From an optimization exercise on the open Yosys and OpenROAD flow, aimed at small area; shortcuts taken in it are not production practice. Function was checked by simulation only, so behaviour that the tests miss may differ from the original. Power figures rest on the tool's default switching activity, not on a simulated workload.

## run A
==> flow/design.v <==
module data_mem_responder #(
  parameter int DEPTH   = 64,
  parameter int LATENCY = 2
) (
  input  logic        clk,
  input  logic        reset,
  input  logic        MemReq,
  input  logic        MemWriteM,
  input  logic [31:0] ALUOutM,
  input  logic [31:0] WriteDataM,
  output logic [31:0] ReadData,
  output logic        MemStall,
  output logic        MemDone,
  output logic        AddrErr
);
  localparam int AW = $clog2(DEPTH);
  localparam int NR = DEPTH / 2;
  localparam int RW = AW - 1;
  logic            wait_q, done_q, clr_q;
  logic            pa_q, pb_q, rho_s;
  logic [AW-1:0]   idx_q;
  logic            ok_q, ld_q;
  logic [31:0]     w_q;
  logic [31:0]     rdata_q;
  logic            err_q;
  logic            idle_s, accept_s, addr_ok_s;
  logic [RW-1:0]   ring_s;
  logic            inj_s;
  logic [31:0]     c_s, ra_s, rav_s;
  logic [NR-1:0]   dec_s, set_s, keep_s;
  logic [NR-1:0][31:0] qa_s;
  assign idle_s    = !wait_q && !done_q;
  assign accept_s  = idle_s && MemReq && !reset;
  assign addr_ok_s = (ALUOutM[1:0] == 2'b00) && (ALUOutM[31:AW+2] == '0);
  assign rho_s     = pa_q ^ pb_q;
  assign ring_s = wait_q ? idx_q[AW-1:1] : ALUOutM[AW+1:3];
  assign inj_s  = wait_q ? (!ld_q && ok_q && (idx_q[0] != rho_s))
                         : (accept_s && MemWriteM && addr_ok_s && (ALUOutM[2] != rho_s));
  assign c_s    = (wait_q ? w_q : WriteDataM) ^ {32{pb_q}};
  always_ff @(posedge clk) begin
    if (reset) begin
      wait_q <= 1'b0;
      done_q <= 1'b0;
      pa_q   <= 1'b0;
      pb_q   <= 1'b1;
    end else begin
      wait_q <= idle_s && MemReq;
      done_q <= wait_q;
      pa_q   <= !pb_q;
      pb_q   <= pa_q;
    end
  end
  always_ff @(posedge clk) begin
    clr_q <= reset;
    idx_q <= ALUOutM[AW+1:2];
    ok_q  <= addr_ok_s;
    ld_q  <= !MemWriteM;
    w_q   <= MemWriteM ? WriteDataM : rav_s;
  end
  for (genvar r = 0; r < NR; r++) begin : g_ring
    assign dec_s[r]  = (ring_s == RW'(r));
    assign set_s[r]  = reset || clr_q || (inj_s && dec_s[r]);
    assign keep_s[r] = reset || !(inj_s && dec_s[r]);
    dmr_ring u_ring (.clk(clk), .set(set_s[r]), .keep(keep_s[r]), .c(c_s), .qa(qa_s[r]));
  end
  for (genvar j = 0; j < 32; j++) begin : g_col
    logic [NR-1:0] qcol;
    for (genvar r = 0; r < NR; r++) begin : g_bit
      assign qcol[r] = qa_s[r][j];
    end
    dmr_rdcol #(.N(NR)) u_rd (.q(qcol), .sn(~dec_s), .r(ra_s[j]));
  end
  assign rav_s = ra_s ^ {32{pa_q}};
  logic upd_s, rd_keep_s, rd_late_s, rd_early_s;
  assign upd_s      = !reset && wait_q && ld_q;
  assign rd_keep_s  = !reset && !(wait_q && ld_q);
  assign rd_late_s  = upd_s && ok_q && (idx_q[0] == rho_s);
  assign rd_early_s = upd_s && ok_q && (idx_q[0] != rho_s);
  always_ff @(posedge clk) begin
    rdata_q <= (rdata_q & {32{rd_keep_s}}) | (rav_s & {32{rd_late_s}}) | (w_q & {32{rd_early_s}});
  end
  always_ff @(posedge clk) begin
    if (reset) begin
      err_q <= 1'b0;
    end else if (wait_q && !ok_q) begin
      err_q <= 1'b1;
    end
  end
  assign MemStall = !reset && ((idle_s && MemReq) || wait_q);
  assign MemDone  = done_q;
  assign ReadData = rdata_q;
  assign AddrErr  = err_q;
endmodule
module dmr_ring (
  input  logic        clk,
  input  logic        set,
  input  logic        keep,
  input  logic [31:0] c,
  output logic [31:0] qa
);
  logic [31:0] qb;
  always_ff @(posedge clk) begin
    qa <= ~((qb | {32{set}}) & ({32{keep}} | c));
    qb <= qa;
  end
endmodule
module dmr_rdcol #(
  parameter int N = 32
) (
  input  logic [N-1:0] q,
  input  logic [N-1:0] sn,
  output logic         r
);
  assign r = &(q | sn);
endmodule
Settings: LEC_CHECK=0, CAP_MARGIN=20, CORE_MARGIN=2, CORE_UTILIZATION=75, CTS_CLUSTER_DIAMETER=100, CTS_CLUSTER_SIZE=24, SLEW_MARGIN=20, SYNTH_HIERARCHICAL=1, SYNTH_MINIMUM_KEEP_SIZE=0; clock period 6.5 ns.
standard.sh (not shown) runs the stock make flow with config.mk's settings and CLKGATE_MAP_FILE= SYNTH_SCRIPT=/design/flow/synth_recipe.tcl, a recipe that flattens the netlist after the stock synthesis.
==> flow/flow/run.sh <==
#!/bin/bash
set -euo pipefail
bash standard.sh \
  "CTS_ARGS=-sink_clustering_enable -repair_clock_nets -buf_list sky130_fd_sc_hd__clkbuf_16 -sink_clustering_size 24 -sink_clustering_max_diameter 100 -dont_use_dummy_load" \
  "BUFFER_PORTS_ARGS=-buffer_cell sky130_fd_sc_hd__buf_1" \
  finish > standard_flow.log 2>&1
Edits applied to the flow inputs when going from run A to run B:
diff --git a/flow/flow/run.sh b/flow/flow/run.sh
--- a/flow/flow/run.sh
+++ b/flow/flow/run.sh
@@ -5,0 +6 @@
+  "RECOVER_POWER=100" \
diff --git a/flow/config.mk b/flow/config.mk
--- a/flow/config.mk
+++ b/flow/config.mk
@@ -10 +10 @@
-export CORE_UTILIZATION = 75
+export CORE_UTILIZATION = 65
--- outcome ---
- The final report for run B shows a completed flow and a layout that fails verification, specifically max-capacitance violations, max-slew violations.
- Going from run A to run B, worst setup slack lower; max-cap violation count saw an increase; net switching power of the design now larger; count of pins over their slew limit rose 631; number of buffers created by CTS comparable.
[inputs] run C vs run B
==> flow/flow/run.sh <==
#!/bin/bash
set -euo pipefail
bash standard.sh \
  "CTS_ARGS=-sink_clustering_enable -repair_clock_nets -buf_list sky130_fd_sc_hd__clkbuf_4 -sink_clustering_size 10 -sink_clustering_max_diameter 35 -dont_use_dummy_load" \
  "BUFFER_PORTS_ARGS=-buffer_cell sky130_fd_sc_hd__buf_1" \
  finish > standard_flow.log 2>&1
diff --git a/flow/config.mk b/flow/config.mk
--- a/flow/config.mk
+++ b/flow/config.mk
@@ -10 +10 @@
-export CORE_UTILIZATION = 65
+export CORE_UTILIZATION = 75
### Flow results
The placeable core region of run C is lower than that of run B. Net switching power figure delta (run C − run B): unfavourable. Taking run B as the reference point, the proportion of cell area occupied by registers of run C rises by 0.98 points. Delta(count of nets after finishing, run C - run B) > 0. Run C vs. run B: vertical die dimension went down by about 7%. Between run C and run B, sequential group share of total power is higher for run C, run B comes in under that. Row non-clock buffer count: run C lower / run B higher. | clock skew | run C vs run B | worse |. Run C finished end to end and its layout was clean on timing, DRC and antenna. Relative to run B, relative contribution of the clock network to total power has gone down in run C.
Relative to run C, the following input files were edited for run D:
==> flow/flow/run.sh <==
#!/bin/bash
set -euo pipefail
bash standard.sh \
  "CTS_ARGS=-sink_clustering_enable -repair_clock_nets -buf_list sky130_fd_sc_hd__clkbuf_8 -sink_clustering_size 20 -sink_clustering_max_diameter 60 -dont_use_dummy_load" \
  "BUFFER_PORTS_ARGS=-buffer_cell sky130_fd_sc_hd__buf_1" \
  finish > standard_flow.log 2>&1
## What came out
Run D vs run C — cell count dropped by a few percent. Final net count: higher on run C. After detailed routing, run C needs more wire than run D.
Modified inputs, run E compared to run D
diff --git a/flow/config.mk b/flow/config.mk
--- a/flow/config.mk
+++ b/flow/config.mk
@@ -8 +8 @@
-export CAP_MARGIN = 20
+export CAP_MARGIN = 10
@@ -11,3 +11 @@
-export CTS_CLUSTER_DIAMETER = 100
-export CTS_CLUSTER_SIZE = 24
-export SLEW_MARGIN = 20
+export SLEW_MARGIN = 10
--- outcome ---
Reported for run D and run E, number of enable-type register cells in the synthesized netlist turned out identical to the last digit. Global-route track usage on met1 for run E is higher than for run D. Looking at run D and run E, the final routed wire length divided by cell count is a wash. Run D ended up with g_ring[29].u_ring.qa[6] as its capture point of the worst path; run E ended up with g_ring[29].u_ring.qa[12]. Relative to run D, the shortest period the worst path allows of run E is higher by 0.0041 ns. Run D and run E ended up with nearly the same overall power of the completed layout. Between run D and run E, the final design instance area without fill figures differ only marginally.
Edits applied to the flow inputs when going from run E to run F:
==> flow/flow/run.sh <==
#!/bin/bash
set -euo pipefail
bash standard.sh \
  "CTS_ARGS=-sink_clustering_enable -repair_clock_nets -buf_list sky130_fd_sc_hd__clkbuf_16 -sink_clustering_size 24 -sink_clustering_max_diameter 100 -dont_use_dummy_load" \
  "BUFFER_PORTS_ARGS=-buffer_cell sky130_fd_sc_hd__buf_1" \
  finish > standard_flow.log 2>&1
diff --git a/flow/config.mk b/flow/config.mk
--- a/flow/config.mk
+++ b/flow/config.mk
@@ -8 +8 @@
-export CAP_MARGIN = 10
+export CAP_MARGIN = 20
@@ -10,2 +10,4 @@
-export CORE_UTILIZATION = 75
-export SLEW_MARGIN = 10
+export CORE_UTILIZATION = 65
+export CTS_CLUSTER_DIAMETER = 100
+export CTS_CLUSTER_SIZE = 24
+export SLEW_MARGIN = 20
==> comparison <==
Summary of run F over run E: shortest clock period the worst path allows after layout moved down, headroom to the max-slew limit moved up, clock share of power moved up, mean routed wirelength per cell moved up, layout overhead on the synthesized area moved up. Note that the die boundary height recorded for run F amounts to 1.07 times the value seen in run E. Looking at area fraction of clock buffers and clock inverters, run F sits 1.3 points higher than run E does.

==> port drivers added, routing unchanged <==
How much do the figures lean on ideal ports? The routed layouts below were timed once more, with nothing changed but the port constraints. Step 1 assumes that a clkbuf_16 drives the clock port and a buf_2 every other input. Step 2, shift: input delay + t, output delay - t, t = (earliest + latest rising clock arrival at the registers) / 2. This alone moves slack from input paths to output paths. Three values: ideal, step 1, step 2; two values: the first two.
run | shift t [ns] | setup WS [ns] | worst slew at a driven data input, ns
run A | 0.736 | 1.889 / 1.889 / 1.306 | 0.18
run B | 0.774 | 1.163 / 1.163 / 0.575 | 0.15
run C | 1.163 | 1.851 / 1.851 / 1.303 | 0.17
run D | 0.839 | 1.921 / 1.921 / 1.358 | 0.16
run E | 0.832 | 1.917 / 1.917 / 1.414 | 0.17
run F | 0.775 | 2.042 / 2.042 / 1.545 | 0.15
For run B, which loses most, drivers alone change the setup slack by 0.000 ns; drivers and shift together by -0.588 ns.
